This design comes from an exercise in tuning for small area on the open sky130 flow, not from production work. The RTL was checked by simulation tests, not by an equivalence proof against the original design. Power is estimated from default activity; no workload was simulated.

==> flow/design.v <==
`default_nettype none
package cps_pkg;
  localparam int unsigned BYTE_W    = 8;
  localparam int unsigned WORD_W    = 32;
  localparam int unsigned OUT_WORDS = 5;
  typedef struct packed {
    logic [WORD_W-1:0] run;
    logic [WORD_W-1:0] tot;
  } sums_t;
endpackage
`default_nettype wire
`default_nettype none
module checksum_packet_sync_top #(
  parameter int unsigned WORDS_PER_PACKET = 6
) (
  input  wire logic                        clk_i,
  input  wire logic                        rst_ni,
  input  wire logic                        in_valid_i,
  output logic                             in_stall_o,
  input  wire logic [cps_pkg::BYTE_W-1:0]  in_byte_i,
  output logic                             out_valid_o,
  input  wire logic                        out_stall_i,
  output logic [cps_pkg::WORD_W-1:0]       word_0_o,
  output logic [cps_pkg::WORD_W-1:0]       word_1_o,
  output logic [cps_pkg::WORD_W-1:0]       word_2_o,
  output logic [cps_pkg::WORD_W-1:0]       word_3_o,
  output logic [cps_pkg::WORD_W-1:0]       word_4_o
);
  localparam int unsigned KEEP = 23;
  logic [KEEP-1:0][7:0] win_q;
  logic                 out_valid_q;
  logic [4:0]           fill_q;       
  logic [3:0]           k_q;
  logic                 ok1_q, ok2_q, ok3_q;
  logic                 in_xfer;
  logic [11:0]          sm1, sm2, sm3, sm4, sm5, cy1, cy2, cy3, cy4, cy5;
  logic [11:0]          na, nb;       
  logic [7:0]           want;         
  logic [8:0]           t_zero, t_want;
  logic [3:0]           n_hi, k_d;
  logic                 zero, match, full, hit;
  function automatic logic [23:0] csa(input logic [11:0] x, input logic [11:0] y,
                                      input logic [11:0] z);
    logic [11:0] maj;
    maj = (x & y) | (z & (x ^ y));
    csa = {maj[10:0], 1'b0, x ^ y ^ z};
  endfunction
  function automatic logic [8:0] low_is(input logic [7:0] a, input logic [7:0] b,
                                        input logic [7:0] t);
    logic [7:0] kill;   
    logic [7:0] bad;
    kill   = (a & b) | ((a | b) & ~t);
    bad    = a ^ b ^ t ^ {kill[6:0], 1'b1};
    low_is = {kill[7], bad};
  endfunction
  assign in_stall_o  = out_valid_q & out_stall_i;
  assign in_xfer     = in_valid_i & ~in_stall_o;
  assign out_valid_o = out_valid_q;
  always_comb begin
    {cy1, sm1} = csa({4'b0, win_q[3]}, {2'b0, win_q[3], 2'b0}, {2'b0, win_q[7], 2'b0});
    {cy2, sm2} = csa({4'b0, win_q[11]}, {3'b0, win_q[11], 1'b0}, {3'b0, win_q[15], 1'b0});
    {cy3, sm3} = csa(sm1, cy1, sm2);
    {cy4, sm4} = csa(cy2, {4'b0, win_q[19]}, {4'b0, ~in_byte_i});
    {cy5, sm5} = csa(sm3, cy3, sm4);
    {nb, na}   = csa(sm5, cy5, cy4);
    want   = 8'd0 - {4'b0, k_q};
    t_zero = low_is(na[7:0], nb[7:0], 8'd0);
    t_want = low_is(na[7:0], nb[7:0], want);
    zero   = (t_zero[7:0] == 8'd0);
    match  = (t_want[7:0] == 8'd0);
    n_hi   = na[11:8] + nb[11:8] + {3'b0, zero ? t_zero[8] : t_want[8]};
    k_d    = n_hi - {3'b0, zero};
    full   = (fill_q == 5'd23);
    hit    = full && ok3_q && match;
  end
  always_ff @(posedge clk_i or negedge rst_ni) begin
    if (!rst_ni) begin
      out_valid_q <= 1'b0;
      fill_q      <= '0;
    end else begin
      out_valid_q <= (in_xfer && hit) || in_stall_o;
      if (in_xfer) begin
        if (hit)        fill_q <= '0;
        else if (!full) fill_q <= fill_q + 5'd1;
      end
    end
  end
  always_ff @(posedge clk_i) begin
    if (in_xfer) begin
      k_q   <= k_d;
      ok1_q <= zero;
      ok2_q <= ok1_q && match;
      ok3_q <= ok2_q && match;
    end
    if (in_xfer && !hit) begin
      win_q <= {in_byte_i, win_q[KEEP-1:1]};
    end
  end
  assign word_0_o = {win_q[3],  win_q[2],  win_q[1],  win_q[0]};
  assign word_1_o = {win_q[7],  win_q[6],  win_q[5],  win_q[4]};
  assign word_2_o = {win_q[11], win_q[10], win_q[9],  win_q[8]};
  assign word_3_o = {win_q[15], win_q[14], win_q[13], win_q[12]};
  assign word_4_o = {win_q[19], win_q[18], win_q[17], win_q[16]};
endmodule
`default_nettype wire
==> flow/flow/run.sh <==
#!/bin/bash
# The standard synthesis, then the standard layout steps with these changes:
#  - inverters moved across full adders (flow/polarity.py), which removes about half of
#    the inverters that synthesis leaves between adders; a Yosys equivalence proof with
#    the registers paired by name must pass, or the standard netlist is kept;
#  - port buffers made from the smallest buffer cell (every port still gets one);
#  - the largest buffers and inverters kept out of placement and timing repair;
#  - clock tree synthesis without dummy loads.
# Each step's output goes to a log of its own here; ORFS's own logs are under orfs/logs.
set -euo pipefail
bash standard.sh synth > synth.log 2>&1

res=orfs/results/sky130hd/checksum_packet_sync_top/base
lib="$FLOW_HOME/platforms/sky130hd/lib/sky130_fd_sc_hd__tt_025C_1v80.lib"
cp "$res/1_2_yosys.v" synth_standard.v
if python3 flow/polarity.py synth_standard.v synth_polarity.v > polarity.log 2>&1; then
  cat > equiv.ys <<EOY
read_liberty -ignore_miss_func $lib
read_verilog synth_standard.v
rename $FLOW_TOP gold
read_verilog synth_polarity.v
rename $FLOW_TOP gate
flatten
async2sync
rename -hide w:*.*
rename -hide w:_*_
rename -hide w:_pol*
opt_clean
equiv_make gold gate eq
hierarchy -top eq
equiv_simple
equiv_induct
equiv_status -assert
EOY
  yosys_bin="$FLOW_HOME/../tools/install/yosys/bin/yosys"
  [[ -x "$yosys_bin" ]] || yosys_bin=yosys
  if "$yosys_bin" -q -l equiv.log equiv.ys > equiv.out 2>&1; then
    cp synth_polarity.v "$res/1_2_yosys.v"
    rm -f "$res/1_synth.odb" "$res/1_synth.sdc"
    echo "using the netlist with moved inverters" >> polarity.log
  else
    echo "equivalence not proven: keeping the standard netlist" >> polarity.log
  fi
fi

plat=$(sed -n '/^export DONT_USE_CELLS/,/^#/p' "$FLOW_HOME/platforms/sky130hd/config.mk" \
  | grep -o 'sky130_fd_sc_hd__[a-z0-9_]*' | tr '\n' ' ')
big="sky130_fd_sc_hd__buf_12 sky130_fd_sc_hd__buf_16 sky130_fd_sc_hd__buf_8 sky130_fd_sc_hd__buf_6
  sky130_fd_sc_hd__bufinv_8 sky130_fd_sc_hd__bufinv_16 sky130_fd_sc_hd__inv_6 sky130_fd_sc_hd__inv_8
  sky130_fd_sc_hd__inv_12 sky130_fd_sc_hd__inv_16 sky130_fd_sc_hd__clkinv_8 sky130_fd_sc_hd__clkinv_16
  sky130_fd_sc_hd__clkbuf_16 sky130_fd_sc_hd__bufbuf_8 sky130_fd_sc_hd__bufbuf_16"
cts="-sink_clustering_enable -repair_clock_nets -sink_clustering_size 20"
cts="$cts -sink_clustering_max_diameter 60 -buf_list sky130_fd_sc_hd__clkbuf_8 -dont_use_dummy_load"
bash standard.sh "DONT_USE_CELLS=$plat $(echo $big)" \
  BUFFER_PORTS_ARGS="-buffer_cell sky130_fd_sc_hd__buf_1" CTS_ARGS="$cts" finish > layout.log 2>&1
==> flow/flow/polarity.py <==
#!/usr/bin/env python3
"""Move inverters across full adders in a flat Yosys netlist.

A full adder is self-dual: FA(~a, ~b, ~c) = (~sum, ~cout). So any full adder may be
"flipped": fed the complement of each input, it gives the complement of each output.
This script chooses which full adders to flip so that the fewest inverters are needed,
then rebuilds the inverters. The registers and every other cell stay as they are.

usage: polarity.py IN.v OUT.v
"""
import random
import re
import sys

INV = re.compile(r"sky130_fd_sc_hd__(inv|clkinv)_\d+$")
FA = re.compile(r"sky130_fd_sc_hd__fa_\d+$")
OUT_PINS = {"X", "Y", "Q", "Q_N", "SUM", "COUT", "GCLK", "HI", "LO"}

src = open(sys.argv[1]).read()
head, body = src.split(");", 1)  # module header ends at the first ");"
head += ");"
inst_re = re.compile(r"^  (sky130_fd_sc_hd__\w+) (\S+ ?)\s*\(\n(.*?)\n  \);\n", re.S | re.M)
pin_re = re.compile(r"^\s*\.(\w+)\((.*)\),?$")

cells = []  # [type, name, [(pin, net)], start, end]
for m in inst_re.finditer(body):
    pins = []
    for line in m.group(3).split("\n"):
        pm = pin_re.match(line)
        assert pm, line
        pins.append([pm.group(1), pm.group(2)])
    cells.append([m.group(1), m.group(2), pins, m.start(), m.end()])
rest = inst_re.sub("", body)
assert "assign" not in rest, "netlist has assign statements"

ports = set()
for decl in re.findall(r"^\s*(?:input|output)\s+(?:\[[^\]]*\]\s*)?(\S+);", head + body, re.M):
    ports.add(decl)

def is_port(net):
    base = net.split("[")[0].strip()
    return base in ports or net.strip() in ports

driver = {}
for i, c in enumerate(cells):
    for p, n in c[2]:
        if p in OUT_PINS:
            driver[n] = (i, p)

# inverters we may rebuild: output net not a port, input not constant
inv_ids = set()
for i, c in enumerate(cells):
    if INV.match(c[0]):
        pins = dict(c[2])
        if not is_port(pins["Y"]) and pins["A"] not in ("1'h0", "1'h1"):
            inv_ids.add(i)

def base_of(net):
    """(base net, polarity) following rebuildable inverters back."""
    pol = 0
    while net in driver and driver[net][0] in inv_ids:
        net = dict(cells[driver[net][0]][2])["A"]
        pol ^= 1
    return net, pol

fa_ids = [i for i, c in enumerate(cells) if FA.match(c[0])]
fa_index = {i: k for k, i in enumerate(fa_ids)}
# an adder driving a port net directly must not flip
fixed = set()
for i in fa_ids:
    for p, n in cells[i][2]:
        if p in OUT_PINS and is_port(n):
            fixed.add(i)

# loads: every input pin of a non-inverter cell (inverters are rebuilt)
loads = []  # (cell, pin index, base, pol)
for i, c in enumerate(cells):
    if i in inv_ids:
        continue
    for k, (p, n) in enumerate(c[2]):
        if p in OUT_PINS:
            continue
        b, pol = base_of(n)
        loads.append((i, k, b, pol))
for n in driver:
    if is_port(n) and driver[n][0] in inv_ids:
        sys.exit("port driven by a rebuilt inverter")

def base_flip(b, f):
    if b in driver:
        i = driver[b][0]
        if i in fa_index:
            return f[fa_index[i]]
    return 0

def cost(f):
    need = set()
    for i, k, b, pol in loads:
        fi = f[fa_index[i]] if i in fa_index else 0
        if pol ^ fi ^ base_flip(b, f):
            need.add(b)
    return len(need)

n = len(fa_ids)
best = [0] * n
best_c = cost(best)
orig_c = len(inv_ids)
rng = random.Random(1)
for restart in range(30):
    f = best[:] if restart == 0 else [rng.randint(0, 1) if fa_ids[j] not in fixed else 0 for j in range(n)]
    c = cost(f)
    improved = True
    while improved:
        improved = False
        for j in rng.sample(range(n), n):
            if fa_ids[j] in fixed:
                continue
            f[j] ^= 1
            c2 = cost(f)
            if c2 < c or (c2 == c and rng.random() < 0.1):
                if c2 < c:
                    improved = True
                c = c2
            else:
                f[j] ^= 1
    if c < best_c:
        best, best_c = f[:], c
print(f"inverters: {orig_c} before, {best_c} after; {sum(best)} of {n} full adders flipped",
      file=sys.stderr)

# rebuild
new_insts = []
new_wires = []
inv_net = {}
def inverted(b):
    if b not in inv_net:
        k = len(inv_net)
        name = f"_pol_n{k}_"
        inv_net[b] = name
        new_wires.append(f"  wire {name};\n")
        new_insts.append(
            f"  sky130_fd_sc_hd__inv_1 _pol_i{k}_ (\n    .A({b}),\n    .Y({name})\n  );\n")
    return inv_net[b]

for i, k, b, pol in loads:
    fi = best[fa_index[i]] if i in fa_index else 0
    cells[i][2][k][1] = inverted(b) if pol ^ fi ^ base_flip(b, best) else b

out = []
pos = 0
for i, c in enumerate(cells):
    out.append(body[pos:c[3]])
    pos = c[4]
    if i in inv_ids:
        continue
    pins = ",\n".join(f"    .{p}({nn})" for p, nn in c[2])
    out.append(f"  {c[0]} {c[1]}(\n{pins}\n  );\n")
tail = body[pos:]
idx = tail.rindex("endmodule")
text = head + "".join(out) + tail[:idx] + "".join(new_wires) + "".join(new_insts) + tail[idx:]
open(sys.argv[2], "w").write(text)
==> flow/standard.sh <==
#!/bin/bash
# synth_recipe.tcl (not shown) runs the flow's synth.tcl, then flattens the netlist and writes it again
# the make line also repeats each setting of config.mk as NAME=value (left out here)
make -C /OpenROAD-flow-scripts/flow DESIGN_CONFIG=/design/flow/config.mk WORK_HOME=/design/flow/orfs CLKGATE_MAP_FILE= SYNTH_SCRIPT=/design/flow/synth_recipe.tcl "${@:-finish}"
==> flow/config.mk <==
export PLATFORM = sky130hd
export DESIGN_NAME = checksum_packet_sync_top
export DESIGN_NICKNAME = checksum_packet_sync_top
export VERILOG_FILES = /design/flow/design.v
export SDC_FILE = /design/flow/constraint.sdc
export NUM_CORES = 4
export LEC_CHECK = 0
export ABC_AREA = 0
export CAP_MARGIN = 20
export CORE_MARGIN = 2
export CORE_UTILIZATION = 80
export CTS_BUF_LIST = sky130_fd_sc_hd__clkbuf_8
export CTS_CLUSTER_DIAMETER = 60
export CTS_CLUSTER_SIZE = 20
export SLEW_MARGIN = 20
==> flow/constraint.sdc <==
create_clock -name core_clock -period 6.0 [get_ports {clk_i}]
set_input_delay 1.2000 -clock core_clock [delete_from_list [all_inputs] [get_ports {clk_i}]]
set_output_delay 1.2000 -clock core_clock [all_outputs]
set_load 0.01 [all_outputs]
==> results of run 1 <==
report_power, final:
part           switching, uW  total [uW]  internal (uW)
Clock                    367         618            251
Combinational            729        1290            559
Sequential              83.7        1750           1660
Total                   1180        3650           2470
per-layer routing:
metal | global-route usage [%] | vias to the layer above | part of all wire (%)
met5 | 0 | - | 0
met4 | 5.917 | 0 | 1.1
met3 | 7.190 | 13 | 6.5
met2 | 37.18 | 169 | 50
met1 | 33.03 | 1989 | 42
li1 | - | 1759 | -
layout make-up:
cell class | instances | area, sq um | share of cell area [%]
clock buffer | 17 | 234.0 | 2.584
inverter | 41 | 156.4 | 1.727
multi-input combinational | 142 | 1878 | 20.74
sequential | 197 | 5886 | 64.99
tap | 140 | 175.2 | 1.934
timing repair buffer | 186 | 726.9 | 8.027
through the flow:
stage / setup WS, ps / TNS, ps
4_1_cts: 792.6 / 0
6_report: 802.6 / 0
2_1_floorplan: -1082 / -199010
3_5_place_dp: 620.7 / 0
5_1_grt: 559.9 / 0
3_3_place_gp: 795.1 / 0
registers in the layout, summed over array words and instances, names as in the netlist:
| register | flops |
|---|---|
| win_q | 184 |
| fill_q | 5 |
| k_q | 4 |
| ok1_q | 1 |
| ok2_q | 1 |
| ok3_q | 1 |
| out_valid_q | 1 |
worst min path at each step:
stage / from / endpoint / slack (ps) / cells past startpoint
after detailed placement: win_q[175]$_DFFE_PP_ / win_q[167]$_DFFE_PP_ / 410 / 0
final: win_q[174]$_DFFE_PP_ / win_q[166]$_DFFE_PP_ / 400 / 0
after floorplan: win_q[160]$_DFFE_PP_ / win_q[152]$_DFFE_PP_ / 400 / 0
after global routing: win_q[174]$_DFFE_PP_ / win_q[166]$_DFFE_PP_ / 400 / 0
after CTS: win_q[174]$_DFFE_PP_ / win_q[166]$_DFFE_PP_ / 400 / 0
after global placement: win_q[175]$_DFFE_PP_ / win_q[167]$_DFFE_PP_ / 400 / 0
critical path: stages, from the launching register on:
cell and delay, ps:
edfxtp_1 570, fa_1 580, fa_1 530, fa_1 560, fa_1 450, ha_1 320
xor2_1 170, nand4_1 120, nor3_1 380, ha_1 210, inv_1 60, fa_1 460
fa_1 380, inv_1 70, xnor2_1 50
==> impl_metrics.env, run 1 <==
export IMPL_fmax_mhz=192.4
export IMPL_gp_congestion=0.8143
export IMPL_cts_hold_buffers=0
export IMPL_max_vdd_ir_drop_mv=0.2701
export IMPL_post_cts_buffers=0
export IMPL_die_h_um=110.6
export IMPL_tightestPinTransition_ps=662.1
export IMPL_overflow=0
export IMPL_reg2reg_to="k_q[2]$_DFFE_PP_"
export IMPL_wl_um=13530
export IMPL_grt_total_usage_pct=23.49
export IMPL_cts_buffer_depth=2
export IMPL_grt_pass1_wl_um=21410
export IMPL_num_fill_cells=558
export IMPL_slew_viol_final=0
export IMPL_tritoncts="yes"
export IMPL_antenna_found_initial=0
export IMPL_final_nets=681
export IMPL_grt_max_degree=34
export IMPL_h_tree_depth=4
export IMPL_clkTransAtPathRegs_ps=80
export IMPL_antenna_left=0
export IMPL_numCtsBuffers=17
export IMPL_min_period_over_period_pct=86.62
export IMPL_reg2reg_depth=14
export IMPL_hpwlAfterDp_um=10170
export IMPL_crit_path_start_kind="flip-flop"
export IMPL_layout_min_cycle_time_ps=5197
export IMPL_power_density_mw_per_mm2=403.2
export IMPL_cts_resized=0
export IMPL_required_ps=6190
export IMPL_placed_cells=706
export IMPL_p_total_uw=3652
export IMPL_r2r_start="win_q[28]$_DFFE_PP_"
export IMPL_status="finished clean"
export IMPL_setup_viol_count_final=0
export IMPL_instances_no_fill=723
export IMPL_drc_errors=0
export IMPL_cts_root_buffer="clkbuf_8"
export IMPL_grt_pass1_vias=4067
export IMPL_rsz0062_at_grt="no"
export IMPL_cts_sinks=197
export IMPL_io_pins=174
export IMPL_utilization_pct=82.46
export IMPL_layout_common_cells="191 x edfxtp_1, 177 x buf_1, 50 x fa_1"
export IMPL_worstSetupEndpoint="k_q[2]$_DFFE_PP_"
export IMPL_vias=3930
export IMPL_syn_area_per_cell_sq_um=16.81
export IMPL_netlist_area_sq_mm=0.009095
export IMPL_path_class="flip-flop to flip-flop"
export IMPL_place_area_sq_mm=0.008822
export IMPL_die_area_sq_mm=0.01224
export IMPL_worst_path_max_fanout=4
export IMPL_drv_cap=0
export IMPL_areaGrowthSynthToFinish_pct=-0.4264
export IMPL_clock_skew_ps=19.81
export IMPL_first_iter_violations=306
export IMPL_hold_violations=0
export IMPL_whs_ps=402.7
export IMPL_core_sq_mm=0.01098
export IMPL_yosys_warnings=1
export IMPL_final_layout_size_suffix_gt1_share_pct=6.690
export IMPL_synthesis_nets=637
export IMPL_stdcell_area_sq_mm=0.009056
export IMPL_hold_class="flip-flop to flip-flop"
export IMPL_leakage_uw=0.003317
export IMPL_critPathCaptureType="flip-flop"
export IMPL_placementRows=38
export IMPL_critPathArrivalTime_ps=5390
export IMPL_final_common_cell="edfxtp_1"
export IMPL_initial_utilization_pct=82.81
export IMPL_wl_per_cell_um=18.72
export IMPL_dr_pass1_iters=4
export IMPL_num_antenna_cells=0
export IMPL_synthCells=541
export IMPL_slew_headroom_pct=55.76
export IMPL_worstSkewPairLatency_ps=450
export IMPL_critPathLaunch="win_q[28]$_DFFE_PP_"
export IMPL_viasPerCell=5.436
export IMPL_r2r_slack_ps=800
export IMPL_io_buffers=173
export IMPL_die_w_um=110.6
==> run 2, diff against run 1 <==
--- a/flow/flow/run.sh
+++ b/flow/flow/run.sh
@@ -1,6 +1,6 @@
 #!/bin/bash
 # The standard synthesis, then the standard layout steps with these changes:
-#  - inverters moved across full adders (flow/polarity.py), which removes about half of
+#  - inverters moved across full adders and XOR gates (flow/polarity.py), which removes about half of
 #    the inverters that synthesis leaves between adders; a Yosys equivalence proof with
 #    the registers paired by name must pass, or the standard netlist is kept;
 #  - port buffers made from the smallest buffer cell (every port still gets one);
--- a/flow/flow/polarity.py
+++ b/flow/flow/polarity.py
@@ -1,10 +1,12 @@
 #!/usr/bin/env python3
-"""Move inverters across full adders in a flat Yosys netlist.
+"""Move inverters across full adders and XOR gates in a flat Yosys netlist.
 
 A full adder is self-dual: FA(~a, ~b, ~c) = (~sum, ~cout). So any full adder may be
 "flipped": fed the complement of each input, it gives the complement of each output.
-This script chooses which full adders to flip so that the fewest inverters are needed,
-then rebuilds the inverters. The registers and every other cell stay as they are.
+A two-input XOR gate absorbs an inverted input or output by becoming an XNOR gate of the
+same size, and the reverse. This script chooses which full adders and XOR/XNOR gates to
+flip so that the fewest inverters are needed, then rebuilds the inverters. The registers
+and every other cell stay as they are.
 
 usage: polarity.py IN.v OUT.v
 """
@@ -14,6 +16,7 @@
 
 INV = re.compile(r"sky130_fd_sc_hd__(inv|clkinv)_\d+$")
 FA = re.compile(r"sky130_fd_sc_hd__fa_\d+$")
+XOR = re.compile(r"sky130_fd_sc_hd__(xor2|xnor2)_(\d+)$")
 OUT_PINS = {"X", "Y", "Q", "Q_N", "SUM", "COUT", "GCLK", "HI", "LO"}
 
 src = open(sys.argv[1]).read()
@@ -63,7 +66,8 @@
         pol ^= 1
     return net, pol
 
-fa_ids = [i for i, c in enumerate(cells) if FA.match(c[0])]
+fa_ids = [i for i, c in enumerate(cells) if FA.match(c[0]) or XOR.match(c[0])]
+xor_ids = set(i for i in fa_ids if XOR.match(cells[i][0]))
 fa_index = {i: k for k, i in enumerate(fa_ids)}
 # an adder driving a port net directly must not flip
 fixed = set()
@@ -96,6 +100,8 @@
 def cost(f):
     need = set()
     for i, k, b, pol in loads:
+        if i in xor_ids:
+            continue
         fi = f[fa_index[i]] if i in fa_index else 0
         if pol ^ fi ^ base_flip(b, f):
             need.add(b)
@@ -125,7 +131,7 @@
                 f[j] ^= 1
     if c < best_c:
         best, best_c = f[:], c
-print(f"inverters: {orig_c} before, {best_c} after; {sum(best)} of {n} full adders flipped",
+print(f"inverters: {orig_c} before, {best_c} after; {sum(best)} of {n} full adders and XOR gates flipped",
       file=sys.stderr)
 
 # rebuild
@@ -142,9 +148,23 @@
             f"  sky130_fd_sc_hd__inv_1 _pol_i{k}_ (\n    .A({b}),\n    .Y({name})\n  );\n")
     return inv_net[b]
 
+parity = {i: best[fa_index[i]] for i in xor_ids}
 for i, k, b, pol in loads:
+    if i in xor_ids:
+        parity[i] ^= pol ^ base_flip(b, best)
+        cells[i][2][k][1] = b
+        continue
     fi = best[fa_index[i]] if i in fa_index else 0
     cells[i][2][k][1] = inverted(b) if pol ^ fi ^ base_flip(b, best) else b
+for i, par in parity.items():
+    if par:
+        m = XOR.match(cells[i][0])
+        kind = "xnor2" if m.group(1) == "xor2" else "xor2"
+        cells[i][0] = f"sky130_fd_sc_hd__{kind}_{m.group(2)}"
+        out_pin = "Y" if kind == "xnor2" else "X"
+        for pin in cells[i][2]:
+            if pin[0] in ("X", "Y"):
+                pin[0] = out_pin
 
 out = []
 pos = 0
==> run 2 against run 1 <==
Clock power rose by 0.6%. Wire length fell by 1.6%. Clock-buffer cell count did not move. Highest routed layer unchanged.
==> impl_metrics.env, run 2 <==
export IMPL_setup_tns_final_ps=0
export IMPL_p_total_uw=3654
export IMPL_stdcell_area_sq_mm=0.009015
export IMPL_num_fill_cells=554
export IMPL_crit_path_start_kind="flip-flop"
export IMPL_grt_total_usage_pct=23.19
export IMPL_setup_viol_count_final=0
export IMPL_crit_chain="fa_1, fa_1, fa_1, fa_1, ha_1, xor2_1, nand4_1, nor3_1, ha_1, inv_1, fa_1, fa_1, xor2_1"
export IMPL_netlist_area_sq_mm=0.009084
export IMPL_critPathCaptureType="flip-flop"
export IMPL_worst_path_max_fanout=4
export IMPL_grt_max_degree=33
export IMPL_cts_buffer_depth=2
export IMPL_die_area_sq_mm=0.01222
export IMPL_critPathLaunch="win_q[28]$_DFFE_PP_"
export IMPL_reg_top3="win_q x184, fill_q x5, k_q x4"
export IMPL_path_class="flip-flop to flip-flop"
export IMPL_worstSkewPairLatency_ps=450
export IMPL_io_pins=174
export IMPL_placementRows=38
export IMPL_slew_viol_final=0
export IMPL_gp_congestion=0.7882
export IMPL_io_buffers=173
export IMPL_final_common_cell="edfxtp_1"
export IMPL_largest_register_ffs=184
export IMPL_cts_hold_buffers=0
export IMPL_overflow=0
export IMPL_antenna_left=0
export IMPL_vias=3890
export IMPL_fmax_mhz=189.9
export IMPL_num_antenna_cells=0
export IMPL_wl_per_cell_um=18.63
export IMPL_initial_utilization_pct=82.71
export IMPL_synthesis_nets=634
export IMPL_cts_sinks=197
export IMPL_cts_root_buffer="clkbuf_8"
export IMPL_r2r_start="win_q[28]$_DFFE_PP_"
export IMPL_utilization_pct=82.08
export IMPL_areaGrowthSynthToFinish_pct=-0.7575
export IMPL_slowest_delay_ps=570
export IMPL_cp_buffers_inverters=1
export IMPL_cts_resized=0
export IMPL_max_vdd_ir_drop_mv=0.3370
export IMPL_crit_family="adder cells"
export IMPL_dr_pass1_iters=4
export IMPL_synthCells=538
export IMPL_h_tree_depth=4
export IMPL_clock_skew_ps=25.46
export IMPL_rsz0062_at_grt="no"
export IMPL_hold_class="flip-flop to flip-flop"
export IMPL_first_iter_violations=309
export IMPL_slew_headroom_pct=60.22
export IMPL_required_ps=6190
export IMPL_critPathArrivalTime_ps=5460
export IMPL_final_nets=673
export IMPL_place_area_sq_mm=0.008781
export IMPL_yosys_warnings=1
export IMPL_cp_slowest_cell="fa_1"
export IMPL_min_period_over_period_pct=87.76
export IMPL_layout_common_cells="191 x edfxtp_1, 173 x buf_1, 49 x fa_1"
export IMPL_tritoncts="yes"
export IMPL_drv_cap=0
export IMPL_die_w_um=110.6
export IMPL_power_density_mw_per_mm2=405.3
export IMPL_tightestPinTransition_ps=595.4
export IMPL_whs_ps=405.4
export IMPL_drc_errors=0
export IMPL_viasPerCell=5.441
export IMPL_die_h_um=110.6
export IMPL_hpwlAfterDp_um=9955
export IMPL_layout_min_cycle_time_ps=5265
export IMPL_core_sq_mm=0.01098
export IMPL_grt_pass1_vias=3966
export IMPL_critPathMostFrequentCell="fa_1"
export IMPL_final_layout_size_suffix_gt1_share_pct=7.130
export IMPL_hold_violations=0
export IMPL_grt_pass1_wl_um=21000
export IMPL_clkTransAtPathRegs_ps=90
export IMPL_numCtsBuffers=17
export IMPL_wl_um=13320
export IMPL_leakage_uw=0.003271
export IMPL_post_cts_buffers=0
export IMPL_syn_area_per_cell_sq_um=16.88
export IMPL_antenna_found_initial=0
export IMPL_status="finished clean"
export IMPL_regMostFlops="win_q"
export IMPL_min_delay_start="win_q[171]$_DFFE_PP_"
run 2: stage by stage:
step / std cells / setup slack (ps)
final: 715 / 734.5
after global routing: 715 / 485.9
after CTS: 715 / 699.2
after detailed placement: 698 / 577.8
after global placement: 698 / 746.8
after floorplan: 538 / -1089
run 2: cell type report:
class	instances	area [sq um]	share of cell area (%)
clock buffers	17	234.0	2.595
inverters	38	145.1	1.610
multi-input cells	142	1881	20.86
flip-flops and latches	197	5886	65.29
well taps	140	175.2	1.943
repair buffers	181	694.4	7.703
run 2: power breakdown:
| group | internal [uW] | total (uW) | switching (uW) | leakage [uW] |
|---|---|---|---|---|
| logic | 563 | 1290 | 725 | 0.00121 |
| clock network | 251 | 622 | 371 | 0.000122 |
| registers | 1660 | 1750 | 83.3 | 0.00194 |
run 2: layer usage:
layer,up-vias,global-route usage [%],share of wire [%]
met4,0,5.500,0.80
met1,1978,32.75,43
met3,10,7.794,6.8
met2,158,36.24,49
met5,-,0,0
li1,1744,-,-
run 2: worst register-to-register path, cell delays in order (launching register included):
cell	delay, ps
edfxtp_1	540
fa_1	580
fa_1	550
fa_1	570
fa_1	450
ha_1	330
xor2_1	190
nand4_1	110
nor3_1	420
ha_1	220
inv_1	60
fa_1	450
fa_1	390
xor2_1	150
run 2: path summary, 6_finish.rpt:
path	slack, ps	to	cells past startpoint
worst max-delay path	730	k_q[2]$_DFFE_PP_	13
worst min-delay path	410	win_q[163]$_DFFE_PP_	0
worst max register to register	730	k_q[2]$_DFFE_PP_	13
worst min register to register	410	win_q[163]$_DFFE_PP_	0
max in group asynchronous	5120	out_valid_q$_DFF_PN0_	1
min in group asynchronous	620	fill_q[3]$_DFFE_PN0P_	1
==> run 3, diff against run 2 <==
--- a/flow/design.v
+++ b/flow/design.v
@@ -33,18 +33,12 @@
   logic [3:0]           k_q;
   logic                 ok1_q, ok2_q, ok3_q;
   logic                 in_xfer;
-  logic [11:0]          sm1, sm2, sm3, sm4, sm5, cy1, cy2, cy3, cy4, cy5;
+  logic [7:0]           nx;
   logic [11:0]          na, nb;       
   logic [7:0]           want;         
   logic [8:0]           t_zero, t_want;
   logic [3:0]           n_hi, k_d;
   logic                 zero, match, full, hit;
-  function automatic logic [23:0] csa(input logic [11:0] x, input logic [11:0] y,
-                                      input logic [11:0] z);
-    logic [11:0] maj;
-    maj = (x & y) | (z & (x ^ y));
-    csa = {maj[10:0], 1'b0, x ^ y ^ z};
-  endfunction
   function automatic logic [8:0] low_is(input logic [7:0] a, input logic [7:0] b,
                                         input logic [7:0] t);
     logic [7:0] kill;   
@@ -56,13 +50,128 @@
   assign in_stall_o  = out_valid_q & out_stall_i;
   assign in_xfer     = in_valid_i & ~in_stall_o;
   assign out_valid_o = out_valid_q;
+  assign nx = ~in_byte_i;
+  logic [41:0] ts, tc;
+  logic [3:0] hs, hc;
   always_comb begin
-    {cy1, sm1} = csa({4'b0, win_q[3]}, {2'b0, win_q[3], 2'b0}, {2'b0, win_q[7], 2'b0});
-    {cy2, sm2} = csa({4'b0, win_q[11]}, {3'b0, win_q[11], 1'b0}, {3'b0, win_q[15], 1'b0});
-    {cy3, sm3} = csa(sm1, cy1, sm2);
-    {cy4, sm4} = csa(cy2, {4'b0, win_q[19]}, {4'b0, ~in_byte_i});
-    {cy5, sm5} = csa(sm3, cy3, sm4);
-    {nb, na}   = csa(sm5, cy5, cy4);
+    ts[0] = win_q[3][2] ^ win_q[3][0] ^ win_q[7][0];
+    tc[0] = (win_q[3][2] & win_q[3][0]) | (win_q[7][0] & (win_q[3][2] ^ win_q[3][0]));
+    ts[1] = win_q[3][3] ^ win_q[3][1] ^ win_q[7][1];
+    tc[1] = (win_q[3][3] & win_q[3][1]) | (win_q[7][1] & (win_q[3][3] ^ win_q[3][1]));
+    hs[0] = win_q[11][3] ^ win_q[11][2];
+    hc[0] = win_q[11][3] & win_q[11][2];
+    ts[2] = win_q[3][4] ^ win_q[3][2] ^ win_q[7][2];
+    tc[2] = (win_q[3][4] & win_q[3][2]) | (win_q[7][2] & (win_q[3][4] ^ win_q[3][2]));
+    ts[3] = win_q[11][4] ^ win_q[11][3] ^ win_q[15][3];
+    tc[3] = (win_q[11][4] & win_q[11][3]) | (win_q[15][3] & (win_q[11][4] ^ win_q[11][3]));
+    ts[4] = win_q[3][5] ^ win_q[3][3] ^ win_q[7][3];
+    tc[4] = (win_q[3][5] & win_q[3][3]) | (win_q[7][3] & (win_q[3][5] ^ win_q[3][3]));
+    ts[5] = win_q[11][5] ^ win_q[11][4] ^ win_q[15][4];
+    tc[5] = (win_q[11][5] & win_q[11][4]) | (win_q[15][4] & (win_q[11][5] ^ win_q[11][4]));
+    ts[6] = win_q[3][6] ^ win_q[3][4] ^ win_q[7][4];
+    tc[6] = (win_q[3][6] & win_q[3][4]) | (win_q[7][4] & (win_q[3][6] ^ win_q[3][4]));
+    ts[7] = win_q[11][6] ^ win_q[11][5] ^ win_q[15][5];
+    tc[7] = (win_q[11][6] & win_q[11][5]) | (win_q[15][5] & (win_q[11][6] ^ win_q[11][5]));
+    ts[8] = win_q[3][7] ^ win_q[3][5] ^ win_q[7][5];
+    tc[8] = (win_q[3][7] & win_q[3][5]) | (win_q[7][5] & (win_q[3][7] ^ win_q[3][5]));
+    ts[9] = win_q[11][7] ^ win_q[11][6] ^ win_q[15][6];
+    tc[9] = (win_q[11][7] & win_q[11][6]) | (win_q[15][6] & (win_q[11][7] ^ win_q[11][6]));
+    ts[10] = win_q[3][1] ^ win_q[11][1] ^ win_q[11][0];
+    tc[10] = (win_q[3][1] & win_q[11][1]) | (win_q[11][0] & (win_q[3][1] ^ win_q[11][1]));
+    ts[11] = win_q[11][2] ^ win_q[11][1] ^ win_q[15][1];
+    tc[11] = (win_q[11][2] & win_q[11][1]) | (win_q[15][1] & (win_q[11][2] ^ win_q[11][1]));
+    hs[1] = win_q[19][2] ^ nx[2];
+    hc[1] = win_q[19][2] & nx[2];
+    ts[12] = win_q[15][2] ^ win_q[19][3] ^ nx[3];
+    tc[12] = (win_q[15][2] & win_q[19][3]) | (nx[3] & (win_q[15][2] ^ win_q[19][3]));
+    ts[13] = ts[1] ^ hs[0] ^ tc[0];
+    tc[13] = (ts[1] & hs[0]) | (tc[0] & (ts[1] ^ hs[0]));
+    ts[14] = win_q[19][4] ^ nx[4] ^ ts[2];
+    tc[14] = (win_q[19][4] & nx[4]) | (ts[2] & (win_q[19][4] ^ nx[4]));
+    ts[15] = ts[3] ^ tc[1] ^ hc[0];
+    tc[15] = (ts[3] & tc[1]) | (hc[0] & (ts[3] ^ tc[1]));
+    ts[16] = win_q[19][5] ^ nx[5] ^ ts[4];
+    tc[16] = (win_q[19][5] & nx[5]) | (ts[4] & (win_q[19][5] ^ nx[5]));
+    ts[17] = ts[5] ^ tc[2] ^ tc[3];
+    tc[17] = (ts[5] & tc[2]) | (tc[3] & (ts[5] ^ tc[2]));
+    ts[18] = win_q[19][6] ^ nx[6] ^ ts[6];
+    tc[18] = (win_q[19][6] & nx[6]) | (ts[6] & (win_q[19][6] ^ nx[6]));
+    ts[19] = ts[7] ^ tc[4] ^ tc[5];
+    tc[19] = (ts[7] & tc[4]) | (tc[5] & (ts[7] ^ tc[4]));
+    ts[20] = win_q[19][7] ^ nx[7] ^ ts[8];
+    tc[20] = (win_q[19][7] & nx[7]) | (ts[8] & (win_q[19][7] ^ nx[7]));
+    ts[21] = ts[9] ^ tc[6] ^ tc[7];
+    tc[21] = (ts[9] & tc[6]) | (tc[7] & (ts[9] ^ tc[6]));
+    ts[22] = win_q[3][6] ^ win_q[7][6] ^ win_q[11][7];
+    tc[22] = (win_q[3][6] & win_q[7][6]) | (win_q[11][7] & (win_q[3][6] ^ win_q[7][6]));
+    ts[23] = win_q[15][7] ^ tc[8] ^ tc[9];
+    tc[23] = (win_q[15][7] & tc[8]) | (tc[9] & (win_q[15][7] ^ tc[8]));
+    hs[2] = win_q[3][0] ^ win_q[11][0];
+    hc[2] = win_q[3][0] & win_q[11][0];
+    ts[24] = win_q[15][0] ^ win_q[19][1] ^ nx[1];
+    tc[24] = (win_q[15][0] & win_q[19][1]) | (nx[1] & (win_q[15][0] ^ win_q[19][1]));
+    ts[25] = ts[0] ^ ts[11] ^ hs[1];
+    tc[25] = (ts[0] & ts[11]) | (hs[1] & (ts[0] ^ ts[11]));
+    ts[26] = ts[12] ^ ts[13] ^ tc[11];
+    tc[26] = (ts[12] & ts[13]) | (tc[11] & (ts[12] ^ ts[13]));
+    ts[27] = ts[14] ^ ts[15] ^ tc[12];
+    tc[27] = (ts[14] & ts[15]) | (tc[12] & (ts[14] ^ ts[15]));
+    ts[28] = ts[16] ^ ts[17] ^ tc[14];
+    tc[28] = (ts[16] & ts[17]) | (tc[14] & (ts[16] ^ ts[17]));
+    ts[29] = ts[18] ^ ts[19] ^ tc[16];
+    tc[29] = (ts[18] & ts[19]) | (tc[16] & (ts[18] ^ ts[19]));
+    ts[30] = ts[20] ^ ts[21] ^ tc[18];
+    tc[30] = (ts[20] & ts[21]) | (tc[18] & (ts[20] ^ ts[21]));
+    ts[31] = ts[22] ^ ts[23] ^ tc[20];
+    tc[31] = (ts[22] & ts[23]) | (tc[20] & (ts[22] ^ ts[23]));
+    ts[32] = win_q[3][7] ^ win_q[7][7] ^ tc[22];
+    tc[32] = (win_q[3][7] & win_q[7][7]) | (tc[22] & (win_q[3][7] ^ win_q[7][7]));
+    hs[3] = win_q[19][0] ^ nx[0];
+    hc[3] = win_q[19][0] & nx[0];
+    ts[33] = ts[10] ^ ts[24] ^ hc[2];
+    tc[33] = (ts[10] & ts[24]) | (hc[2] & (ts[10] ^ ts[24]));
+    ts[34] = tc[10] ^ ts[25] ^ tc[24];
+    tc[34] = (tc[10] & ts[25]) | (tc[24] & (tc[10] ^ ts[25]));
+    ts[35] = hc[1] ^ ts[26] ^ tc[25];
+    tc[35] = (hc[1] & ts[26]) | (tc[25] & (hc[1] ^ ts[26]));
+    ts[36] = tc[13] ^ ts[27] ^ tc[26];
+    tc[36] = (tc[13] & ts[27]) | (tc[26] & (tc[13] ^ ts[27]));
+    ts[37] = tc[15] ^ ts[28] ^ tc[27];
+    tc[37] = (tc[15] & ts[28]) | (tc[27] & (tc[15] ^ ts[28]));
+    ts[38] = tc[17] ^ ts[29] ^ tc[28];
+    tc[38] = (tc[17] & ts[29]) | (tc[28] & (tc[17] ^ ts[29]));
+    ts[39] = tc[19] ^ ts[30] ^ tc[29];
+    tc[39] = (tc[19] & ts[30]) | (tc[29] & (tc[19] ^ ts[30]));
+    ts[40] = tc[21] ^ ts[31] ^ tc[30];
+    tc[40] = (tc[21] & ts[31]) | (tc[30] & (tc[21] ^ ts[31]));
+    ts[41] = tc[23] ^ ts[32] ^ tc[31];
+    tc[41] = (tc[23] & ts[32]) | (tc[31] & (tc[23] ^ ts[32]));
+    na[0] = hs[2];
+    nb[0] = hs[3];
+    na[1] = ts[33];
+    nb[1] = hc[3];
+    na[2] = ts[34];
+    nb[2] = tc[33];
+    na[3] = ts[35];
+    nb[3] = tc[34];
+    na[4] = ts[36];
+    nb[4] = tc[35];
+    na[5] = ts[37];
+    nb[5] = tc[36];
+    na[6] = ts[38];
+    nb[6] = tc[37];
+    na[7] = ts[39];
+    nb[7] = tc[38];
+    na[8] = ts[40];
+    nb[8] = tc[39];
+    na[9] = ts[41];
+    nb[9] = tc[40];
+    na[10] = tc[32];
+    nb[10] = tc[41];
+    na[11] = 1'b0;
+    nb[11] = 1'b0;
+  end
+  always_comb begin
     want   = 8'd0 - {4'b0, k_q};
     t_zero = low_is(na[7:0], nb[7:0], 8'd0);
     t_want = low_is(na[7:0], nb[7:0], want);
--- a/flow/config.mk
+++ b/flow/config.mk
@@ -12,4 +12,5 @@
 export CTS_BUF_LIST = sky130_fd_sc_hd__clkbuf_8
 export CTS_CLUSTER_DIAMETER = 60
 export CTS_CLUSTER_SIZE = 20
+export GPL_TIMING_DRIVEN = 0
 export SLEW_MARGIN = 20
==> run 3 against run 2 <==
Worst setup slack worse by 410 ps. Still clean. Hold slack better by 14 ps. Synthesized area is 0.40% lower. Largest power group unchanged. First-iteration DRC count increased by 66%.
==> impl_metrics.env, run 3 <==
export IMPL_grt_total_usage_pct=32.90
export IMPL_slew_headroom_pct=68.04
export IMPL_largest_register_ffs=184
export IMPL_reg2reg_to="win_q[42]$_DFFE_PP_"
export IMPL_grt_max_degree=28
export IMPL_max_vdd_ir_drop_mv=0.2590
export IMPL_synthCells=537
export IMPL_antenna_left=0
export IMPL_vias=4854
export IMPL_initial_utilization_pct=82.73
export IMPL_hold_violations=0
export IMPL_hold_class="flip-flop to flip-flop"
export IMPL_placementRows=38
export IMPL_reg2reg_depth=13
export IMPL_first_iter_violations=513
export IMPL_leakage_uw=0.004020
export IMPL_tritoncts="yes"
export IMPL_reg_top3="win_q x184, fill_q x5, k_q x4"
export IMPL_fmax_mhz=176.3
export IMPL_hpwlAfterDp_um=12190
export IMPL_drv_cap=0
export IMPL_gp_congestion=0.8011
export IMPL_final_nets=828
export IMPL_r2r_start="win_q[29]$_DFFE_PP_"
export IMPL_worstSkewPairLatency_ps=480
export IMPL_io_pins=174
export IMPL_drc_errors=0
export IMPL_die_h_um=110.3
export IMPL_grt_pass1_vias=5041
export IMPL_cts_root_buffer="clkbuf_8"
export IMPL_layout_common_cells="191 x edfxtp_1, 173 x buf_1, 168 x buf_4"
export IMPL_netlist_area_sq_mm=0.009047
export IMPL_post_cts_buffers=0
export IMPL_instances_no_fill=875
export IMPL_setup_tns_final_ps=0
export IMPL_areaGrowthSynthToFinish_pct=12.60
export IMPL_power_density_mw_per_mm2=370.6
export IMPL_overflow=0
export IMPL_wl_per_cell_um=21.40
export IMPL_clkTransAtPathRegs_ps=100
export IMPL_stdcell_area_sq_mm=0.01019
export IMPL_slew_viol_final=0
export IMPL_die_area_sq_mm=0.01218
export IMPL_wl_um=18720
export IMPL_numCtsBuffers=17
export IMPL_cts_buffer_depth=2
export IMPL_crit_path_start_kind="flip-flop"
export IMPL_place_area_sq_mm=0.009953
export IMPL_path_class="flip-flop to flip-flop"
export IMPL_regMostFlops="win_q"
export IMPL_r2r_slack_ps=330
export IMPL_worstSetupEndpoint="win_q[42]$_DFFE_PP_"
export IMPL_num_antenna_cells=0
export IMPL_worst_path_max_fanout=25
export IMPL_critPathCaptureType="flip-flop"
export IMPL_placed_cells=858
export IMPL_syn_area_per_cell_sq_um=16.85
export IMPL_cts_sinks=197
export IMPL_tightestPinTransition_ps=478.4
export IMPL_die_w_um=110.3
export IMPL_layout_min_cycle_time_ps=5674
export IMPL_rsz0062_at_grt="no"
export IMPL_cts_hold_buffers=0
export IMPL_core_sq_mm=0.01094
export IMPL_min_period_over_period_pct=94.56
export IMPL_h_tree_depth=4
export IMPL_yosys_warnings=1
export IMPL_status="finished clean"
export IMPL_num_fill_cells=333
export IMPL_critPathLaunch="win_q[29]$_DFFE_PP_"
export IMPL_cts_resized=0
export IMPL_clock_skew_ps=26.69
export IMPL_setup_viol_count_final=0
export IMPL_viasPerCell=5.547
export IMPL_required_ps=6150
export IMPL_synthesis_nets=628
export IMPL_critPathArrivalTime_ps=5820
export IMPL_grt_pass1_wl_um=27480
export IMPL_antenna_found_initial=0
export IMPL_final_common_cell="edfxtp_1"
export IMPL_dr_pass1_iters=5
export IMPL_final_layout_size_suffix_gt1_share_pct=27.35
export IMPL_io_buffers=173
run 3: area by class of cell:
class	instances	area, sq um	area share, %
inverter	40	155.1	1.523
multi-input combinational	139	1822	17.88
sequential	197	5886	57.77
buffer	161	1206	11.84
timing repair buffer	181	709.4	6.964
clock buffer	17	234.0	2.297
tap	140	175.2	1.719
run 3: worst min-delay path by stage:
stage	start	endpoint	depth (start not counted)	slack (ps)
CTS	win_q[163]$_DFFE_PP_	win_q[155]$_DFFE_PP_	0	420
detailed placement	win_q[163]$_DFFE_PP_	win_q[155]$_DFFE_PP_	0	400
global route	win_q[167]$_DFFE_PP_	win_q[159]$_DFFE_PP_	0	440
global placement	win_q[162]$_DFFE_PP_	win_q[154]$_DFFE_PP_	0	400
finish	win_q[168]$_DFFE_PP_	win_q[160]$_DFFE_PP_	0	420
floorplan	win_q[160]$_DFFE_PP_	win_q[152]$_DFFE_PP_	0	400
run 3: critical path: stages (launching register included):
cell and delay [ps]:
edfxtp_1 530, fa_1 590, fa_1 610, fa_1 440
fa_1 570, inv_2 70, fa_1 490, xnor2_1 220
nor3b_1 100, and4_4 190, a21oi_4 410, buf_4 400
buf_4 370, buf_4 340
run 3: through the flow:
stage | total power (uW) | setup WS (ps) | hold slack, ps | utilization [%]
finish | 3775 | 326.5 | 419.7 | 93.16
detailed placement | 3061 | 232.2 | 404.5 | 91.02
global route | 3970 | 99.85 | 437.8 | 93.16
global placement | 2956 | -2326 | 402.5 | 90.47
floorplan | 2730 | -1139 | 400.3 | -
CTS | 3778 | 347.9 | 420.7 | 93.16
run 3: routing by layer:
metal | vias to the layer above | GRT usage, % | share of wire, %
li1 | 2047 | - | -
met1 | 2447 | 38.87 | 34
met2 | 305 | 57.23 | 54
met3 | 55 | 8.524 | 8.0
met4 | 0 | 14.82 | 3.5
met5 | - | 0 | 0
run 3: report_power, final:
part / total (uW) / internal [uW] / switching [uW]
sequential: 1750 / 1660 / 96.9
clock: 640 / 251 / 389
combinational: 1380 / 617 / 764
total: 3780 / 2530 / 1250
==> run 4, diff against run 3 <==
--- a/flow/config.mk
+++ b/flow/config.mk
@@ -12,5 +12,4 @@
 export CTS_BUF_LIST = sky130_fd_sc_hd__clkbuf_8
 export CTS_CLUSTER_DIAMETER = 60
 export CTS_CLUSTER_SIZE = 20
-export GPL_TIMING_DRIVEN = 0
 export SLEW_MARGIN = 20
==> run 4 against run 3 <==
Hold slack got worse by 16 ps. Clock-buffer cell count is the same. Combinational power is 17% lower. Wire length decreased by 28%. Sequential power about the same. Final cell count shrank 18%. Sequential share of layout area grew 7.7 points. Largest power group unchanged.
==> impl_metrics.env, run 4 <==
export IMPL_status="finished clean"
export IMPL_cp_slowest_cell="fa_2"
export IMPL_rsz0062_at_grt="no"
export IMPL_numCtsBuffers=17
export IMPL_p_total_uw=3510
export IMPL_required_ps=6210
export IMPL_critPathCaptureType="flip-flop"
export IMPL_leakage_uw=0.003246
export IMPL_stdcell_area_sq_mm=0.008984
export IMPL_placed_cells=701
export IMPL_viasPerCell=5.436
export IMPL_synthesis_nets=628
export IMPL_critPathArrivalTime_ps=5310
export IMPL_dr_pass1_iters=5
export IMPL_tritoncts="yes"
export IMPL_h_tree_depth=4
export IMPL_crit_chain="fa_1, fa_1, fa_2, fa_1, ha_1, xor2_1, nand4_1, nor2_1, ha_1, inv_1, fa_1, fa_1, xor2_1"
export IMPL_slew_viol_final=0
export IMPL_hold_class="flip-flop to flip-flop"
export IMPL_slew_headroom_pct=59.80
export IMPL_yosys_warnings=1
export IMPL_netlist_area_sq_mm=0.009047
export IMPL_final_nets=671
export IMPL_path_class="flip-flop to flip-flop"
export IMPL_grt_total_usage_pct=23.59
export IMPL_grt_pass1_vias=3905
export IMPL_crit_family="adder cells"
export IMPL_cts_root_buffer="clkbuf_8"
export IMPL_setup_viol_count_final=0
export IMPL_initial_utilization_pct=82.73
export IMPL_whs_ps=404.2
export IMPL_grt_pass1_wl_um=20100
export IMPL_r2r_start="win_q[94]$_DFFE_PP_"
export IMPL_layout_common_cells="191 x edfxtp_1, 177 x buf_1, 50 x fa_1"
export IMPL_die_w_um=110.3
export IMPL_tightestPinTransition_ps=601.7
export IMPL_critPathLaunch="win_q[94]$_DFFE_PP_"
export IMPL_wl_um=13540
export IMPL_critPathMostFrequentCell="fa_1"
export IMPL_first_iter_violations=349
export IMPL_clkTransAtPathRegs_ps=80
export IMPL_die_h_um=110.3
export IMPL_vias=3903
export IMPL_hold_violations=0
export IMPL_num_antenna_cells=0
export IMPL_overflow=0
export IMPL_antenna_left=0
export IMPL_cp_buffers_inverters=1
export IMPL_min_period_over_period_pct=85.07
export IMPL_clock_skew_ps=28.16
export IMPL_num_fill_cells=563
export IMPL_antenna_found_initial=0
export IMPL_cts_hold_buffers=0
export IMPL_cts_sinks=197
export IMPL_final_layout_size_suffix_gt1_share_pct=6.920
export IMPL_syn_area_per_cell_sq_um=16.85
export IMPL_hpwlAfterDp_um=10160
export IMPL_wl_per_cell_um=18.86
export IMPL_fmax_mhz=195.9
export IMPL_areaGrowthSynthToFinish_pct=-0.7053
export IMPL_synthCells=537
export IMPL_die_area_sq_mm=0.01218
export IMPL_grt_max_degree=32
export IMPL_core_sq_mm=0.01094
export IMPL_placementRows=38
export IMPL_io_pins=174
export IMPL_io_buffers=173
export IMPL_post_cts_buffers=0
export IMPL_max_vdd_ir_drop_mv=0.2614
export IMPL_slowest_delay_ps=560
export IMPL_largest_register_ffs=184
export IMPL_power_density_mw_per_mm2=390.8
export IMPL_drv_cap=0
export IMPL_gp_congestion=0.7508
export IMPL_cts_resized=0
export IMPL_instances_no_fill=718
export IMPL_cts_buffer_depth=2
export IMPL_place_area_sq_mm=0.008750
export IMPL_worst_path_max_fanout=4
export IMPL_min_delay_start="win_q[163]$_DFFE_PP_"
export IMPL_drc_errors=0
export IMPL_regMostFlops="win_q"
export IMPL_reg_top3="win_q x184, fill_q x5, k_q x4"
export IMPL_final_common_cell="edfxtp_1"
export IMPL_crit_path_start_kind="flip-flop"
export IMPL_layout_min_cycle_time_ps=5104
export IMPL_worstSkewPairLatency_ps=460
-- run 4: metrics by stage --
stage | utilization (%) | setup TNS, ps | worst slack [ps]
4_1_cts | 82.15 | 0 | 874.6
3_3_place_gp | 80.01 | 0 | 773.0
3_5_place_dp | 80.01 | 0 | 663.4
6_report | 82.15 | 0 | 895.7
2_1_floorplan | - | -209640 | -1139
5_1_grt | 82.15 | 0 | 694.6
-- run 4: metal layers --
layer | track usage, % | share of wire (%)
met5 | 0 | 0
met4 | 7.143 | 1.0
met3 | 6.937 | 7.3
met2 | 37.12 | 50
met1 | 32.84 | 42
-- run 4: worst register-to-register path, stage by stage (launching register included) --
cell and delay [ps]:
edfxtp_1 540, fa_1 540, fa_1 540, fa_2 560
fa_1 450, ha_1 320, xor2_1 220, nand4_1 120
nor2_1 310, ha_1 210, inv_1 60, fa_1 460
fa_1 390, xor2_1 150
-- run 4: cell type report --
cell class	instances	area, sq um	area share [%]
Multi-Input combinational cell	139	1822	20.28
Timing Repair Buffer	185	711.9	7.925
Tap cell	140	175.2	1.950
Clock buffer	17	234.0	2.604
Inverter	40	155.1	1.727
Sequential cell	197	5886	65.52
-- run 4: worst paths after layout --
| kind | end | slack, ps | depth (start not counted) |
|---|---|---|---|
| max | k_q[2]$_DFFE_PP_ | 900 | 13 |
| min | win_q[155]$_DFFE_PP_ | 400 | 0 |
| max reg2reg | k_q[2]$_DFFE_PP_ | 900 | 13 |
| min reg2reg | win_q[155]$_DFFE_PP_ | 400 | 0 |
| max in group asynchronous | fill_q[0]$_DFFE_PN0P_ | 5180 | 1 |
| min in group asynchronous | fill_q[3]$_DFFE_PN0P_ | 600 | 1 |
-- run 4: power breakdown --
| group | internal (uW) | switching, uW | leakage, uW |
|---|---|---|---|
| Sequential | 1660 | 86.5 | 0.00194 |
| Clock | 251 | 375 | 0.000122 |
| Combinational | 510 | 631 | 0.00118 |
| Total | 2420 | 1090 | 0.00325 |
==> run 5, diff against run 4 <==
--- a/flow/config.mk
+++ b/flow/config.mk
@@ -8,7 +8,7 @@
 export ABC_AREA = 0
 export CAP_MARGIN = 20
 export CORE_MARGIN = 2
-export CORE_UTILIZATION = 80
+export CORE_UTILIZATION = 85
 export CTS_BUF_LIST = sky130_fd_sc_hd__clkbuf_8
 export CTS_CLUSTER_DIAMETER = 60
 export CTS_CLUSTER_SIZE = 20
==> run 5 against run 4 <==
Still clean. First-iteration DRC count down 23%. Synthesized cell count unchanged. Wire length up 3.1%.
==> impl_metrics.env, run 5 <==
export IMPL_synthesis_nets=628
export IMPL_layout_min_cycle_time_ps=5027
export IMPL_cts_hold_buffers=0
export IMPL_setup_viol_count_final=0
export IMPL_drv_cap=0
export IMPL_status="finished clean"
export IMPL_multi_input_comb_area_sq_mm=0.001822
export IMPL_min_delay_path_depth=0
export IMPL_tightestPinTransition_ps=599.4
export IMPL_path_class="flip-flop to flip-flop"
export IMPL_die_area_sq_mm=0.01149
export IMPL_wl_per_cell_um=19.55
export IMPL_final_nets=671
export IMPL_die_w_um=107.2
export IMPL_clkTransAtPathRegs_ps=90
export IMPL_grt_pass1_vias=3982
export IMPL_io_pins=174
export IMPL_vias=3935
export IMPL_worst_path_max_fanout=4
export IMPL_swShare_pct=31.38
export IMPL_regMostFlops="win_q"
export IMPL_max_vdd_ir_drop_mv=0.2576
export IMPL_p_clk_share_pct=17.4
export IMPL_reg_top3="win_q x184, fill_q x5, k_q x4"
export IMPL_stdcell_area_sq_mm=0.008992
export IMPL_largest_register_ffs=184
export IMPL_yosys_warnings=1
export IMPL_hpwlAfterDp_um=10620
export IMPL_register_area_sq_mm=0.005886
export IMPL_io_buffers=173
export IMPL_core_sq_mm=0.01032
export IMPL_cts_sinks=197
export IMPL_antenna_found_initial=0
export IMPL_dr_pass1_iters=5
export IMPL_drc_errors=0
export IMPL_antenna_left=0
export IMPL_worstSkewPairLatency_ps=460
export IMPL_viasPerCell=5.511
export IMPL_switching_power_uw=1112
export IMPL_overflow=0
export IMPL_h_tree_depth=4
export IMPL_crit_path_start_kind="flip-flop"
export IMPL_netlist_area_sq_mm=0.009047
export IMPL_final_common_cell="edfxtp_1"
export IMPL_cts_resized=0
export IMPL_grt_max_degree=49
export IMPL_reg2reg_depth=13
export IMPL_grt_pass1_wl_um=21220
export IMPL_hold_violations=0
export IMPL_hold_class="flip-flop to flip-flop"
export IMPL_initial_utilization_pct=87.64
export IMPL_wl_um=13960
export IMPL_p_comb_share_pct=33.4
export IMPL_areaGrowthSynthToFinish_pct=-0.6085
export IMPL_cts_buffer_depth=2
export IMPL_clock_skew_ps=22.59
export IMPL_grt_total_usage_pct=26.08
export IMPL_placementRows=37
export IMPL_num_antenna_cells=0
export IMPL_syn_area_per_cell_sq_um=16.85
export IMPL_required_ps=6220
export IMPL_post_cts_buffers=0
export IMPL_numCtsBuffers=17
export IMPL_die_h_um=107.2
export IMPL_power_density_mw_per_mm2=394.0
export IMPL_first_iter_violations=268
export IMPL_power_frac_seq_pct=49.2
export IMPL_slew_viol_final=0
export IMPL_cts_root_buffer="clkbuf_8"
export IMPL_critPathCaptureType="flip-flop"
export IMPL_critPathArrivalTime_ps=5240
export IMPL_synthCells=537
export IMPL_tritoncts="yes"
export IMPL_slew_headroom_pct=60.04
export IMPL_num_fill_cells=420
export IMPL_final_layout_size_suffix_gt1_share_pct=7.093
export IMPL_gp_congestion=0.7815
export IMPL_rsz0062_at_grt="no"
export IMPL_place_area_sq_mm=0.008758
export IMPL_layout_common_cells="191 x edfxtp_1, 176 x buf_1, 50 x fa_1"
export IMPL_internal_power_uw=2431
export IMPL_setup_tns_final_ps=0
export IMPL_leakage_uw=0.003253
export IMPL_min_period_over_period_pct=83.78
export IMPL_fmax_mhz=198.9
==> run 5: cell count changes in the layout (fill, tap and decap cells not counted) <==
cell	previous run	this run
buf_1	177	176
buf_2	5	1
buf_4	3	8
==> run 5: power groups by stage <==
stage | clock network, uW | logic [uW] | registers, uW
after global placement | 0 | 1110 | 1760
after CTS | 630 | 1200 | 1740
final | 617 | 1180 | 1740
after detailed placement | 0 | 1180 | 1770
after global routing | 674 | 1350 | 1760
after floorplan | 0 | 984 | 1750
==> run 5: layout make-up <==
type	instances	share of cell area, %
Timing Repair Buffer	185	8.070
Tap cell	136	1.892
Clock buffer	17	2.602
Inverter	40	1.725
Sequential cell	197	65.45
Multi-Input combinational cell	139	20.26
==> run 5: per-stage QoR <==
step	instances	hold slack, ps	setup slack [ps]	total power [uW]	utilization (%)
after floorplan	537	400.3	-1139	2730	-
after global placement	697	401.6	915.9	2870	84.84
after detailed placement	697	406.2	745.7	2951	84.84
after CTS	714	424.0	968.6	3569	87.10
after global routing	714	428.2	773.1	3776	87.10
final	714	422.6	973.3	3543	87.10
==> run 5: worst paths after layout <==
path	slack [ps]	endpoint	start
max reg2reg	970	k_q[2]$_DFFE_PP_	win_q[25]$_DFFE_PP_
max in group asynchronous	5140	fill_q[0]$_DFFE_PN0P_	rst_ni
min in group asynchronous	600	fill_q[4]$_DFFE_PN0P_	rst_ni
max	970	k_q[2]$_DFFE_PP_	win_q[25]$_DFFE_PP_
min	420	win_q[161]$_DFFE_PP_	win_q[169]$_DFFE_PP_
min reg2reg	420	win_q[161]$_DFFE_PP_	win_q[169]$_DFFE_PP_
==> run 5: layer usage <==
layer / vias to the layer above / track usage [%] / part of all wire, %
met3: 20 / 7.720 / 7.3
li1: 1736 / - / -
met4: 0 / 7.328 / 1.5
met5: - / 0 / 0
met2: 185 / 40.91 / 51
met1: 1994 / 36.92 / 40
==> run 5: critical path: stages, from the launching register on <==
cell,delay (ps)
edfxtp_1,540
fa_1,560
fa_1,600
fa_1,440
fa_1,500
ha_1,330
xor2_1,210
nand4_1,130
nor2_1,250
ha_1,180
inv_1,50
fa_1,450
fa_1,400
xor2_1,150

## static timing again, ports no longer ideal
How much do the figures lean on ideal ports? The routed layouts below were timed once more, with nothing changed but the port constraints. Step 1: set_driving_cell puts a clkbuf_16 on clk_i and a buf_2 on each other input, an assumption about the parent block. Step 2 moves the port delays by t, midway between the first and last clock arrival at a register: inputs arrive t later, outputs are due t later. That takes back most of the time a late clock gives input paths. Slacks: ideal / step 1 / step 2; pairs: ideal / step 1.
| run | t, ns | setup WS [ns] | slew at the worst register clock pin (ns) | pins driven straight from the clock port |
|---|---|---|---|---|
| run 1 | 0.477 | 0.803 / 0.803 / 0.627 | 0.09 / 0.09 | 1 |
| run 2 | 0.475 | 0.735 / 0.735 / 0.560 | 0.09 / 0.09 | 1 |
| run 3 | 0.498 | 0.326 / 0.326 / 0.066 | 0.10 / 0.10 | 1 |
| run 4 | 0.482 | 0.896 / 0.896 / 0.656 | 0.09 / 0.09 | 1 |
| run 5 | 0.480 | 0.973 / 0.973 / 0.709 | 0.09 / 0.09 | 1 |
After both steps setup and hold are still met in every run listed. For run 5, which loses most, drivers alone change the setup slack by 0.000 ns; drivers and shift together by -0.264 ns.
